What follows belongs to an exercise in optimizing a design on an open flow for a short achievable clock period; a production flow would make more cautious choices. Where RTL was checked, it was by simulation tests only, not by an equivalence proof against the original. For run 2, only the layout was checked, not whether the RTL still works. No activity file was given, so power comes from the tool's default toggle rates.

==> design/flow/design.v <==
module video_box_overlay #(
  parameter int N_BOX   = 8,
  parameter int W_PIX   = 24,
  parameter int W_COORD = 12,
  parameter int W_THK   = 4,
  localparam int W_IDX  = (N_BOX > 1) ? $clog2(N_BOX) : 1
) (
  input  logic               clk,
  input  logic               rstn,
  input  logic               vsync,
  input  logic               hsync,
  input  logic               de,
  input  logic [W_PIX-1:0]   data,
  input  logic               cfg_we,
  input  logic [W_IDX-1:0]   cfg_idx,
  input  logic               cfg_en,
  input  logic               cfg_blend,
  input  logic [W_COORD-1:0] cfg_x,
  input  logic [W_COORD-1:0] cfg_y,
  input  logic [W_COORD-1:0] cfg_w,
  input  logic [W_COORD-1:0] cfg_h,
  input  logic [W_THK-1:0]   cfg_thick,
  input  logic [W_PIX-1:0]   cfg_color,
  output logic               vsync_o,
  output logic               hsync_o,
  output logic               de_o,
  output logic [W_PIX-1:0]   data_o,
  output logic               cfg_commit
);
  localparam int CW     = W_COORD + 1;
  localparam int N_LANE = W_PIX / 8;
  localparam logic [W_COORD-1:0] COORD_MAX = {W_COORD{1'b1}};
  localparam logic [CW-1:0]      NEVER     = {CW{1'b1}};
  logic               vsync_prev_r, de_prev_r;
  logic               vsync_rise_s, de_fall_s;
  assign vsync_rise_s = vsync & ~vsync_prev_r;
  assign de_fall_s    = ~de & de_prev_r;
  always_ff @(posedge clk or negedge rstn) begin
    if (!rstn) begin
      vsync_prev_r <= 1'b0;
      de_prev_r    <= 1'b0;
      cfg_commit   <= 1'b0;
    end else begin
      vsync_prev_r <= vsync;
      de_prev_r    <= de;
      cfg_commit   <= vsync_rise_s;
    end
  end
  logic [W_COORD-1:0] x_cnt_r [N_BOX];
  logic [W_COORD-1:0] y_cnt_r [N_BOX];
  always_ff @(posedge clk or negedge rstn) begin
    if (!rstn) begin
      for (int i = 0; i < N_BOX; i++) begin
        x_cnt_r[i] <= {W_COORD{1'b0}};
        y_cnt_r[i] <= {W_COORD{1'b0}};
      end
    end else begin
      for (int i = 0; i < N_BOX; i++) begin
        if (de_fall_s)
          x_cnt_r[i] <= {W_COORD{1'b0}};
        else if (de && (x_cnt_r[i] != COORD_MAX))
          x_cnt_r[i] <= x_cnt_r[i] + {{(W_COORD-1){1'b0}}, 1'b1};
        if (vsync_rise_s)
          y_cnt_r[i] <= {W_COORD{1'b0}};
        else if (de_fall_s && (y_cnt_r[i] != COORD_MAX))
          y_cnt_r[i] <= y_cnt_r[i] + {{(W_COORD-1){1'b0}}, 1'b1};
      end
    end
  end
  logic [CW-1:0] cfg_x1_s, cfg_y1_s, cfg_te_s, cfg_t2_s;
  logic          cfg_iok_s;
  assign cfg_te_s  = {{(CW-W_THK){1'b0}}, cfg_thick};
  assign cfg_t2_s  = {cfg_te_s[CW-2:0], 1'b0};
  assign cfg_iok_s = (cfg_thick != {W_THK{1'b0}}) && (cfg_t2_s < {1'b0, cfg_w}) &&
                     (cfg_t2_s < {1'b0, cfg_h});
  assign cfg_x1_s  = {1'b0, cfg_x} + {1'b0, cfg_w};
  assign cfg_y1_s  = {1'b0, cfg_y} + {1'b0, cfg_h};
  logic               pend_en_r    [N_BOX];
  logic               pend_blend_r [N_BOX];
  logic               pend_iok_r   [N_BOX];
  logic [W_COORD-1:0] pend_x0_r    [N_BOX];
  logic [W_COORD-1:0] pend_y0_r    [N_BOX];
  logic [CW-1:0]      pend_x1_r    [N_BOX];
  logic [CW-1:0]      pend_y1_r    [N_BOX];
  logic [W_THK-1:0]   pend_t_r     [N_BOX];
  logic [W_PIX-1:0]   pend_color_r [N_BOX];
  logic               act_blend_r  [N_BOX];
  logic [W_COORD-1:0] act_x0_r     [N_BOX];
  logic [W_COORD-1:0] act_y0_r     [N_BOX];
  logic [CW-1:0]      act_x1_r     [N_BOX];
  logic [CW-1:0]      act_y1_r     [N_BOX];
  logic [CW-1:0]      act_xi0_r    [N_BOX];
  logic [CW-1:0]      act_yi0_r    [N_BOX];
  logic [CW-1:0]      act_xi1_r    [N_BOX];
  logic [CW-1:0]      act_yi1_r    [N_BOX];
  logic [W_PIX-1:0]   act_color_r  [N_BOX];
  always_ff @(posedge clk or negedge rstn) begin
    if (!rstn) begin
      for (int i = 0; i < N_BOX; i++) begin
        pend_en_r[i] <= 1'b0;
        act_x1_r[i]  <= {CW{1'b0}};
      end
    end else begin
      for (int i = 0; i < N_BOX; i++) begin
        if (cfg_we && (32'(cfg_idx) == i))
          pend_en_r[i] <= cfg_en;
        if (vsync_rise_s)
          act_x1_r[i]  <= pend_en_r[i] ? pend_x1_r[i] : {CW{1'b0}};
      end
    end
  end
  always_ff @(posedge clk) begin
    for (int i = 0; i < N_BOX; i++) begin
      if (cfg_we && (32'(cfg_idx) == i)) begin
        pend_blend_r[i] <= cfg_blend;
        pend_iok_r[i]   <= cfg_iok_s;
        pend_x0_r[i]    <= cfg_x;
        pend_y0_r[i]    <= cfg_y;
        pend_x1_r[i]    <= cfg_x1_s;
        pend_y1_r[i]    <= cfg_y1_s;
        pend_t_r[i]     <= cfg_thick;
        pend_color_r[i] <= cfg_color;
      end
      if (vsync_rise_s) begin
        act_blend_r[i] <= pend_blend_r[i];
        act_x0_r[i]    <= pend_x0_r[i];
        act_y0_r[i]    <= pend_y0_r[i];
        act_y1_r[i]    <= pend_y1_r[i];
        act_xi0_r[i]   <= pend_iok_r[i] ? ({1'b0, pend_x0_r[i]} + {{(CW-W_THK){1'b0}}, pend_t_r[i]})
                                        : NEVER;
        act_yi0_r[i]   <= pend_iok_r[i] ? ({1'b0, pend_y0_r[i]} + {{(CW-W_THK){1'b0}}, pend_t_r[i]})
                                        : NEVER;
        act_xi1_r[i]   <= pend_x1_r[i] - {{(CW-W_THK){1'b0}}, pend_t_r[i]};
        act_yi1_r[i]   <= pend_y1_r[i] - {{(CW-W_THK){1'b0}}, pend_t_r[i]};
        act_color_r[i] <= pend_color_r[i];
      end
    end
  end
  logic [N_BOX-1:0] ox_s, ix_s, oy_s, iy_s;
  always_comb begin
    for (int i = 0; i < N_BOX; i++) begin
      ox_s[i] = (x_cnt_r[i] >= act_x0_r[i]) && ({1'b0, x_cnt_r[i]} < act_x1_r[i]);
      ix_s[i] = ({1'b0, x_cnt_r[i]} >= act_xi0_r[i]) && ({1'b0, x_cnt_r[i]} < act_xi1_r[i]);
      oy_s[i] = (y_cnt_r[i] >= act_y0_r[i]) && ({1'b0, y_cnt_r[i]} < act_y1_r[i]);
      iy_s[i] = ({1'b0, y_cnt_r[i]} >= act_yi0_r[i]) && ({1'b0, y_cnt_r[i]} < act_yi1_r[i]);
    end
  end
  logic               s1_vs_r, s1_hs_r, s1_de_r;
  logic [W_PIX-1:0]   s1_data_r;
  logic [N_BOX-1:0]   s1_ox_r, s1_ix_r, s1_oy_r, s1_iy_r;
  logic               s2_vs_r, s2_hs_r, s2_de_r;
  logic [W_PIX-1:0]   s2_data_r;
  logic [N_BOX-1:0]   s2_sel_r;
  logic               s3_vs_r, s3_hs_r, s3_de_r, s3_hit_r, s3_blend_r;
  logic [W_PIX-1:0]   s3_data_r, s3_color_r, s3_avg_r;
  logic [N_BOX-1:0] hit_s, sel_s;
  assign hit_s = {N_BOX{s1_de_r}} & s1_ox_r & s1_oy_r & ~(s1_ix_r & s1_iy_r);
  always_comb begin
    logic blocked;
    blocked = 1'b0;
    for (int i = 0; i < N_BOX; i++) begin
      sel_s[i] = hit_s[i] & ~blocked;
      blocked  = blocked | hit_s[i];
    end
  end
  logic             sel_hit_s, sel_blend_s;
  logic [W_PIX-1:0] sel_color_s, avg_s;
  always_comb begin
    sel_hit_s   = |s2_sel_r;
    sel_blend_s = 1'b0;
    sel_color_s = {W_PIX{1'b0}};
    for (int i = 0; i < N_BOX; i++) begin
      sel_blend_s = sel_blend_s | (s2_sel_r[i] & act_blend_r[i]);
      sel_color_s = sel_color_s | ({W_PIX{s2_sel_r[i]}} & act_color_r[i]);
    end
  end
  always_comb begin
    for (int l = 0; l < N_LANE; l++)
      avg_s[l*8 +: 8] = 8'(({1'b0, s2_data_r[l*8 +: 8]} + {1'b0, sel_color_s[l*8 +: 8]}) >> 1);
  end
  logic [W_PIX-1:0] mix_s;
  assign mix_s = !s3_hit_r ? s3_data_r : s3_blend_r ? s3_avg_r : s3_color_r;
  always_ff @(posedge clk) begin
    s1_ox_r    <= ox_s;
    s1_ix_r    <= ix_s;
    s1_oy_r    <= oy_s;
    s1_iy_r    <= iy_s;
    s2_sel_r   <= sel_s;
    s3_blend_r <= sel_blend_s;
    s3_color_r <= sel_color_s;
    s3_avg_r   <= avg_s;
  end
  always_ff @(posedge clk or negedge rstn) begin
    if (!rstn) begin
      s1_vs_r    <= 1'b0;
      s1_hs_r    <= 1'b0;
      s1_de_r    <= 1'b0;
      s1_data_r  <= {W_PIX{1'b0}};
      s2_vs_r    <= 1'b0;
      s2_hs_r    <= 1'b0;
      s2_de_r    <= 1'b0;
      s2_data_r  <= {W_PIX{1'b0}};
      s3_vs_r    <= 1'b0;
      s3_hs_r    <= 1'b0;
      s3_de_r    <= 1'b0;
      s3_data_r  <= {W_PIX{1'b0}};
      s3_hit_r   <= 1'b0;
      vsync_o    <= 1'b0;
      hsync_o    <= 1'b0;
      de_o       <= 1'b0;
      data_o     <= {W_PIX{1'b0}};
    end else begin
      s1_vs_r    <= vsync;
      s1_hs_r    <= hsync;
      s1_de_r    <= de;
      s1_data_r  <= data;
      s2_vs_r    <= s1_vs_r;
      s2_hs_r    <= s1_hs_r;
      s2_de_r    <= s1_de_r;
      s2_data_r  <= s1_data_r;
      s3_vs_r    <= s2_vs_r;
      s3_hs_r    <= s2_hs_r;
      s3_de_r    <= s2_de_r;
      s3_data_r  <= s2_data_r;
      s3_hit_r   <= sel_hit_s;
      vsync_o    <= s3_vs_r;
      hsync_o    <= s3_hs_r;
      de_o       <= s3_de_r;
      data_o     <= mix_s;
    end
  end
endmodule
==> design/flow/run.sh <==
#!/bin/bash
# synth_recipe.tcl (not shown) runs the flow's synth.tcl, then flattens the netlist and writes it again
# the make line also repeats each setting of config.mk as NAME=value (left out here)
make -C /OpenROAD-flow-scripts/flow DESIGN_CONFIG=/design/flow/config.mk WORK_HOME=/design/flow/orfs CLKGATE_MAP_FILE= SYNTH_SCRIPT=/design/flow/synth_recipe.tcl finish
==> design/flow/config.mk <==
export PLATFORM = sky130hd
export DESIGN_NAME = video_box_overlay
export DESIGN_NICKNAME = video_box_overlay
export VERILOG_FILES = /design/flow/design.v
export SDC_FILE = /design/flow/constraint.sdc
export NUM_CORES = 4
export LEC_CHECK = 0
export ABC_CLOCK_PERIOD_IN_PS = 1500
export CAP_MARGIN = 20
export CORE_MARGIN = 2
export CORE_UTILIZATION = 65
export CTS_CLUSTER_DIAMETER = 80
export CTS_CLUSTER_SIZE = 25
export SETUP_SLACK_MARGIN = 3.3
export SLEW_MARGIN = 20
export SYNTH_HIERARCHICAL = 0
==> design/flow/constraint.sdc <==
create_clock -name core_clock -period 5.3 [get_ports {clk}]
set_input_delay 1.0600 -clock core_clock [delete_from_list [all_inputs] [get_ports {clk}]]
set_output_delay 1.0600 -clock core_clock [all_outputs]
set_load 0.01 [all_outputs]
==> qor.csv, run 1 <==
metric,value,unit
worstPathArrival,3020,ps
avgViaCountPerCell,6.17,
grt_pass1_vias,62436,
yosys.area.top_type_share,0.482,
globalplace.congestion,0.890,
start_util,0.655,
post-route-drc-count,0,
drt_iter0_markers,6077,
synth_edf_count,1552,
critPathBufInv,3,
synth_cells,7586,
cp_top_family,simple AND/OR/NAND/NOR gates,
area_growth,19.5,%
status,timing/DRC/antenna clean,
grt_max_degree,118,
first_pass_iters,6,
port_buffers,138,
worstSetupPathType,flip-flop to flip-flop,
reg2reg_depth,10,
synth_flop_cell,edfxtp_1,
cts_tree,yes,
p_leak,48.3,nW
power.density,280,mW/mm2
clock-sinks,2055,
maxCapViolCount,0,
start_kind,flip-flop,
tns,0,ps
timing.final.crit_share,0.470,
antenna_found_initial,25,
cp_max_fo,4,
nNetsFinal,9457,
irDropWorstVdd,380,uV
cp_slowest_cell,edfxtp_1,
die_x,390,um
hold_viol,0,
syn_nets,8667,
drive_gt1_frac,0.202,
reg2reg_slack,2810,ps
cts_max_level,3,
core-area,0.148,mm2
finClkSkew,47.7,ps
hold_path.class,input pin to asynchronous set/reset pin,
dp_hpwl,165000,um
setup_slack,2810,ps
synthArstFlopShare,0.201,
via_count,64229,
ys_types,85,
reg2reg_from,pend_t_r[5][1],
grt_pass1_wl,383000,um
root_buffer,clkbuf_16,
timing.rr.end,act_yi0_r[5][10],
setup_viol,0,
drtAntennaViolNets,0,
clk_pin_slew,100,ps
cp_num_cells,10,
cts_hold_buf,0,
critPathCaptureType,flip-flop,
drt_wl_total,264000,um
crit_path_frequent_cell,buf_6,
synth-seq-area-share,0.608,
clockBufferDepth,3,
slew_viol_final,0,
grt_use_total,0.340,
synth_seq_cells,2055,
std_cell_rows,141,
ioPinCount,139,
rsz0062_at_grt,true,
slew_headroom,0.169,
fmax,401,MHz
required,5830,ps
crit_path_cell_trace,"clkinvlp_4, buf_6, buf_6, fa_2, nor2b_2, o21ai_1, nand2b_1, nand4_1, xor2_1, nand2_1",
ys_top_cells_by_area,"edfxtp_1 48%, ha_1 12%, dfrtp_1 11%, inv_1 3.5%, xor2_1 2.3%",
netlist_area,0.0967,mm2
die_area,0.152,mm2
yosysTopAreaCell,edfxtp_1,
wl_per_cell,25.4,um
avgSynthCellArea,12.7,um2
max_stage_delay,540,ps
fin_crit,2490,ps
worstMarginPinSlew,1250,ps
cts_buffers,104,
die_y,390,um
grt_overflow,0,
power.total,32.4,mW
worst_skew_pair.late_latency,810,ps
pre_cts_ws,1020,ps
yosysWarningCount,22,
metrics by stage:
stage           util  std cells  area (um2)  hold WS (ps)
2_1_floorplan      -       7586       96900           331
5_1_grt        0.783      10400      116000           366
3_5_place_dp   0.686       9666      101000           335
3_3_place_gp   0.686       9665      101000           332
4_1_cts        0.759      10220      112000           340
6_report       0.783      10406      116000           306
sequential cells by signal, summed over array words and instances (netlist names), 104 cells and up:
register,cells
act_x1_r,104
act_y1_r,104
act_xi1_r,104
act_xi0_r,104
pend_color_r,192
pend_x1_r,104
act_yi0_r,104
pend_y1_r,104
act_color_r,192
act_yi1_r,104
area by class of cell:
class	count	area [um2]
flip-flops and latches	2055	58900
multi-input cells	4527	38900
fillers	8649	32100
repair buffers	792	8380
inverters	893	3440
clock buffers	148	2830
well taps	1930	2410
clock inverters	48	682
repair inverters	3	48.8
diodes	10	25.0
power breakdown:
group | switching (mW) | leakage [nW] | internal (mW)
Sequential | 0.656 | 20.2 | 18.2
Combinational | 2.25 | 26.4 | 1.69
Clock | 5.44 | 1.69 | 4.18
synthesized netlist by cell type (all sizes together), types with 54 or more instances:
library cell  instances
nand4               140
nor3                102
clkbuf               79
edfxtp             1552
nand2b              148
a211oi               54
inv                 891
a22oi               100
dfrtp               414
xor2                254
xnor2               168
ha                  933
nand2               404
nand3               264
a21oi               305
o21a                 73
a21o                196
o21ai               367
nor2b               113
nor2                309
dfxtp                89
cell families (layout without fill, tap and decap cells):
group                      count (synthesis)  after routing  share of synthesized area
DFF                                     2055           2055                      0.608
AOI/OAI and AO/OA                       1303           1304                     0.0861
other                                      0             10                          0
muxes                                     46             46                    0.00489
and+or+nand+nor                         1782           1785                     0.0954
buffers and inverters                   1008           1884                     0.0395
adders and majority gates                970            970                      0.128
xor gates and xnor gates                 422            422                     0.0382
cell usage in the layout, fill, tap and decap left out, types with 37 or more instances in the layout:
cell and instances:
inv_1 851, o21ai_0 266, clkbuf_1 38, nand2_1 374
and4_1 40, buf_4 369, a211oi_1 37, dfrtp_2 71
fa_2 37, buf_6 192, nor2b_1 62, a21o_1 195
a22oi_1 66, and3_1 46, nand3_2 41, ha_4 100
edfxtp_1 1552, o21ai_1 52, nand3_1 222, a21oi_1 249
dfxtp_1 81, ha_1 831, clkdlybuf4s50_1 52, nand2b_1 125
clkbuf_16 106, xor2_1 252, nand4_1 139, or3_1 49
buf_12 74, xnor2_1 120, nor2_1 264, xnor2_2 45
nor3_1 48, dfrtp_1 342, o21a_1 72, o21ai_2 44
worst max path at each step:
stage / slack, ps / end / from
after global placement: 1040 / pend_y1_r[2][10] / cfg_h[0]
after global routing: 2720 / s3_avg_r[22] / s2_sel_r[7]
after detailed placement: 1020 / pend_y1_r[2][10] / cfg_h[0]
after CTS: 2880 / data_o[2] / data_o[2]
final: 2810 / act_yi0_r[5][10] / pend_t_r[5][1]
after floorplan: 1160 / act_blend_r[0] / vsync
what timing repair did:
action,CTS,global route
setup endpoints to repair,2376,783
resized for setup,1165,534
gates cloned,26,2
pin swaps,304,308
setup buffers,332,174
routing by layer:
metal | track usage | up-vias | share of wire
li1 | - | 29012 | -
met1 | 0.481 | 31981 | 0.40
met2 | 0.535 | 2714 | 0.47
met3 | 0.0568 | 516 | 0.091
met4 | 0.124 | 6 | 0.041
met5 | 0 | - | 0.00016
worst register-to-register path, cell delays in order (launching register included):
cell        delay (ps)
edfxtp_1           540
clkinvlp_4         240
buf_6              170
buf_6              110
fa_2               340
nor2b_2            150
o21ai_1             80
nand2b_1           210
nand4_1            150
xor2_1             190
nand2_1             80
==> run 2, diff against run 1 <==
--- a/design/flow/design.v
+++ b/design/flow/design.v
@@ -34,2 +34,3 @@
   logic               vsync_prev_r, de_prev_r;
+  logic [W_COORD-1:0] x_cnt_r, y_cnt_r;
   logic               vsync_rise_s, de_fall_s;
@@ -41,2 +42,4 @@
       de_prev_r    <= 1'b0;
+      x_cnt_r      <= {W_COORD{1'b0}};
+      y_cnt_r      <= {W_COORD{1'b0}};
       cfg_commit   <= 1'b0;
@@ -46,23 +49,10 @@
       cfg_commit   <= vsync_rise_s;
-    end
-  end
-  logic [W_COORD-1:0] x_cnt_r [N_BOX];
-  logic [W_COORD-1:0] y_cnt_r [N_BOX];
-  always_ff @(posedge clk or negedge rstn) begin
-    if (!rstn) begin
-      for (int i = 0; i < N_BOX; i++) begin
-        x_cnt_r[i] <= {W_COORD{1'b0}};
-        y_cnt_r[i] <= {W_COORD{1'b0}};
-      end
-    end else begin
-      for (int i = 0; i < N_BOX; i++) begin
-        if (de_fall_s)
-          x_cnt_r[i] <= {W_COORD{1'b0}};
-        else if (de && (x_cnt_r[i] != COORD_MAX))
-          x_cnt_r[i] <= x_cnt_r[i] + {{(W_COORD-1){1'b0}}, 1'b1};
-        if (vsync_rise_s)
-          y_cnt_r[i] <= {W_COORD{1'b0}};
-        else if (de_fall_s && (y_cnt_r[i] != COORD_MAX))
-          y_cnt_r[i] <= y_cnt_r[i] + {{(W_COORD-1){1'b0}}, 1'b1};
-      end
+      if (de_fall_s)
+        x_cnt_r <= {W_COORD{1'b0}};
+      else if (de && (x_cnt_r != COORD_MAX))
+        x_cnt_r <= x_cnt_r + {{(W_COORD-1){1'b0}}, 1'b1};
+      if (vsync_rise_s)
+        y_cnt_r <= {W_COORD{1'b0}};
+      else if (de_fall_s && (y_cnt_r != COORD_MAX))
+        y_cnt_r <= y_cnt_r + {{(W_COORD-1){1'b0}}, 1'b1};
     end
@@ -138,9 +128,12 @@
   end
+  logic [CW-1:0]    xe_s, ye_s;
   logic [N_BOX-1:0] ox_s, ix_s, oy_s, iy_s;
-  always_comb begin
-    for (int i = 0; i < N_BOX; i++) begin
-      ox_s[i] = (x_cnt_r[i] >= act_x0_r[i]) && ({1'b0, x_cnt_r[i]} < act_x1_r[i]);
-      ix_s[i] = ({1'b0, x_cnt_r[i]} >= act_xi0_r[i]) && ({1'b0, x_cnt_r[i]} < act_xi1_r[i]);
-      oy_s[i] = (y_cnt_r[i] >= act_y0_r[i]) && ({1'b0, y_cnt_r[i]} < act_y1_r[i]);
-      iy_s[i] = ({1'b0, y_cnt_r[i]} >= act_yi0_r[i]) && ({1'b0, y_cnt_r[i]} < act_yi1_r[i]);
+  assign xe_s = {1'b0, x_cnt_r};
+  assign ye_s = {1'b0, y_cnt_r};
+  always_comb begin
+    for (int i = 0; i < N_BOX; i++) begin
+      ox_s[i] = (x_cnt_r >= act_x0_r[i]) && (xe_s < act_x1_r[i]);
+      ix_s[i] = (xe_s >= act_xi0_r[i]) && (xe_s < act_xi1_r[i]);
+      oy_s[i] = (y_cnt_r >= act_y0_r[i]) && (ye_s < act_y1_r[i]);
+      iy_s[i] = (ye_s >= act_yi0_r[i]) && (ye_s < act_yi1_r[i]);
     end
--- a/design/flow/config.mk
+++ b/design/flow/config.mk
@@ -11,4 +11,2 @@
 export CORE_UTILIZATION = 65
-export CTS_CLUSTER_DIAMETER = 80
-export CTS_CLUSTER_SIZE = 25
 export SETUP_SLACK_MARGIN = 3.3
==> run 2 against run 1 <==
Compared with the run above: die area down 8.7%; cell area down 2.3%; clock power increased by 47%; cell count decreased by 7.9%; worst setup slack worse by 130 ps; hold slack got worse by 100 ps; critical path depth stayed put; largest power group unchanged.
==> qor.csv, run 2 <==
metric,value,unit,change
tns,0,ps,unchanged
slew_viol_final,0,,unchanged
synth_commonest_cells,"1552 x edfxtp_1, 919 x ha_1, 875 x inv_1",,
synthArstFlopShare,0.130,,-0.0711
timing.rr.end,s1_ix_r[1],,
worstMarginPinSlew,1140,ps,-106 ps
reg2reg_depth,10,,unchanged
netlist_area,0.0882,mm2,-8.8%
die_y,372,um,-4.5%
via_count,60299,,-6.1%
syn_nets,7711,,-11%
wl_met1,101000,um,-4.2%
maxCapViolCount,0,,unchanged
core-area,0.135,mm2,-8.5%
required,6030,ps,+200 ps
grt_use_total,0.378,,+0.0380
hold_path.class,input pin to asynchronous set/reset pin,,
power.total,35.9,mW,+11%
nNetsFinal,8705,,-8.0%
status,timing/DRC/antenna clean,,
slew_headroom,0.239,,+0.0708
first_pass_iters,5,,-1
met2_length,125000,um,+1.5%
die_x,372,um,-4.5%
hold_viol,0,,unchanged
drtAntennaViolNets,0,,unchanged
cts_tree,yes,,
setup_viol,0,,unchanged
std_cell_rows,135,,-4.3%
regArea,0.0546,mm2,-7.2%
finClkSkew,40.0,ps,-7.76 ps
cts_hold_buf,0,,unchanged
post-route-drc-count,0,,unchanged
antenna_found_initial,10,,-60%
dpl.cell_count,8610,,-11%
layout_commonest_cell,edfxtp_1,,
synth_edf_count,1552,,unchanged
clock-sinks,1887,,-8.2%
pre_cts_ws,970,ps,-52.1 ps
drt_iter0_markers,6524,,+7.4%
start_util,0.652,,-0.00236
fin_crit,2620,ps,+131 ps
fin_area,0.113,mm2,-2.3%
fmax,381,MHz,-5.0%
synth_seq_cells,1887,,-8.2%
area_growth,28.0,%,
clk_pin_slew,60,ps,-40 ps
yosys.area.top_type_share,0.529,,+0.0466
root_buffer,clkbuf_16,,
final_cells,9586,,-7.9%
grt_overflow,0,,unchanged
reg2reg_slack,2680,ps,-130 ps
cts_max_level,4,,+1
yosysMostFrequentCell,edfxtp_1,,
grt_pass1_vias,58664,,-6.0%
synth_flop_cell,edfxtp_1,,
drive_gt1_frac,0.260,,+0.0572
ys_types,66,,-22%
start_kind,flip-flop,,
globalplace.congestion,0.917,,+3.0%
drt_wl_total,272000,um,+3.1%
hold_ws,206,ps,-100 ps
yosysTopAreaCell,edfxtp_1,,
synth_cells,6644,,-12%
placed_area,0.0929,mm2,-8.3%
avgViaCountPerCell,6.29,,+1.9%
layout_common_cells,"1552 x edfxtp_1, 840 x inv_1, 773 x ha_1",,
wl_per_cell,28.4,um,+12%
grt_max_degree,97,,-18%
critPathCaptureType,flip-flop,,
ys_top_cells_by_area,"edfxtp_1 53%, ha_1 13%, dfrtp_1 7.0%, inv_1 3.7%, xor2_1 2.1%",,
timing.final.crit_share,0.495,,+0.0246
port_buffers,138,,unchanged
fillers,6730,,-22%
p_leak,47.3,nW,-2.1%
synth-seq-area-share,0.619,,+0.0111
setup_slack,2680,ps,-131 ps
highest_layer,met5,,
power.density,318,mW/mm2,+13%
cp_max_fo,5,,+1
clockBufferDepth,3,,unchanged
worstPathArrival,3350,ps,+330 ps
yosysWarningCount,20,,-9.1%
grt_pass1_wl,378000,um,-1.2%
cts_buffers,189,,+82%
ioPinCount,139,,unchanged
avgSynthCellArea,13.3,um2,+4.1%
dp_hpwl,160000,um,-3.5%
reg2reg_from,x_cnt_r[0],,
multiInputGateArea,0.0361,mm2,-7.2%
reg_top3,"act_color_r x192, pend_color_r x192",,
irDropWorstVdd,402,uV,+5.7%
post-route-util,0.835,,+0.0526
worst_skew_pair.late_latency,850,ps,+40 ps
wl_met3,27800,um,+16%
die_area,0.139,mm2,-8.7%
worstSetupPathType,flip-flop to flip-flop,,
rsz0062_at_grt,true,,
[run 2: cell count changes after synthesis, moves of 47 or more]
cell,change
a21oi_1,-64
nand3_1,-60
dfrtp_1,-168
nor2_1,-134
nand2_1,-102
o21ai_0,-59
xor2_1,-47
[run 2: worst max-delay path by stage]
stage,startpoint,to,slack (ps),depth (start not counted)
global placement,cfg_x[0],pend_x1_r[5][12],1040,10
global route,x_cnt_r[0],s1_ix_r[1],2640,10
finish,x_cnt_r[0],s1_ix_r[1],2680,10
floorplan,vsync,act_blend_r[0],1200,5
detailed placement,cfg_x[0],pend_x1_r[5][12],970,10
CTS,x_cnt_r[0],s1_ix_r[1],2730,10
[run 2: per-layer routing]
layer  vias to the layer above  GRT usage
met1                     29917      0.508
met4                         4      0.181
met2                      3333      0.599
li1                      26205          -
met5                         -          0
met3                       840     0.0698
[run 2: area by class of cell]
cell class / instances / area share
repair inverters: 4 / 0.000610
clock buffers: 240 / 0.0451
repair buffers: 882 / 0.0871
well taps: 1781 / 0.0197
multi-input cells: 3799 / 0.320
flip-flops and latches: 1887 / 0.484
diodes: 3 / 0.0000665
clock inverters: 115 / 0.0136
inverters: 875 / 0.0300
[run 2: where the power goes]
part | switching (mW) | leakage (nW) | internal [mW]
combinational | 2.47 | 26.1 | 1.88
sequential | 0.475 | 18.0 | 16.8
clock | 6.04 | 3.22 | 8.17
[run 2: critical path: stages (launching register included)]
cell,delay [ps]
dfrtp_1,420
clkinvlp_4,220
buf_6,180
buf_8,120
ha_1,270
nand2b_1,100
a211oi_1,90
o21bai_2,280
a21oi_1,100
or3_1,400
a211oi_2,320
[run 2: timing repair]
| item | 4_1_cts | 5_1_grt |
|---|---|---|
| setup endpoints to repair | 2250 | 785 |
| setup buffers | 437 | 153 |
| cloned | 22 | 5 |
| pin swaps | 404 | 369 |
| resized for setup | 1449 | 506 |
[run 2: cells by family (layout without fill, tap and decap cells)]
| kind of cell | after synthesis | in the layout | share of synthesized area |
|---|---|---|---|
| flops | 1887 | 1887 | 0.619 |
| simple gates | 1327 | 1328 | 0.0794 |
| compound gates | 1138 | 1138 | 0.0839 |
| buf+inv | 959 | 2116 | 0.0412 |
| fa+ha+maj | 956 | 956 | 0.139 |
| xor+xnor | 343 | 343 | 0.0341 |
| mux | 34 | 34 | 0.00397 |
| other cells | 0 | 3 | 0 |

[port drivers added, routing unchanged]
In the flow no input, the clock included, has a driving cell. The finished layouts below were timed again as built, in two steps. Step 1 (the two cells are an assumption about what drives the block):
set clk [get_ports {clk}]
set_driving_cell -lib_cell sky130_fd_sc_hd__clkbuf_16 $clk
set_driving_cell -lib_cell sky130_fd_sc_hd__buf_2 [delete_from_list [all_inputs] $clk]
Step 2 also shifts input and output timing later by t, the mid clock arrival at the registers, as if the neighbouring blocks saw the same clock. Slacks: no drivers / after step 1 / after step 2; pairs: no drivers / after step 1.
run	t (ns)	slack for setup (ns)	worst hold slack (ns)	worst setup path at the end	slew at the worst register clock pin (ns)
run 1	0.861	2.809 / 2.809 / 2.171	0.306 / 0.271 / 0.354	input to register	0.10 / 0.10
run 2	0.920	2.679 / 2.679 / 2.080	0.206 / 0.168 / 0.347	input to register	0.07 / 0.07
After both steps every run listed still meets setup and hold. For run 1, which loses most, drivers alone change the setup slack by 0.000 ns; drivers and shift together by -0.638 ns.
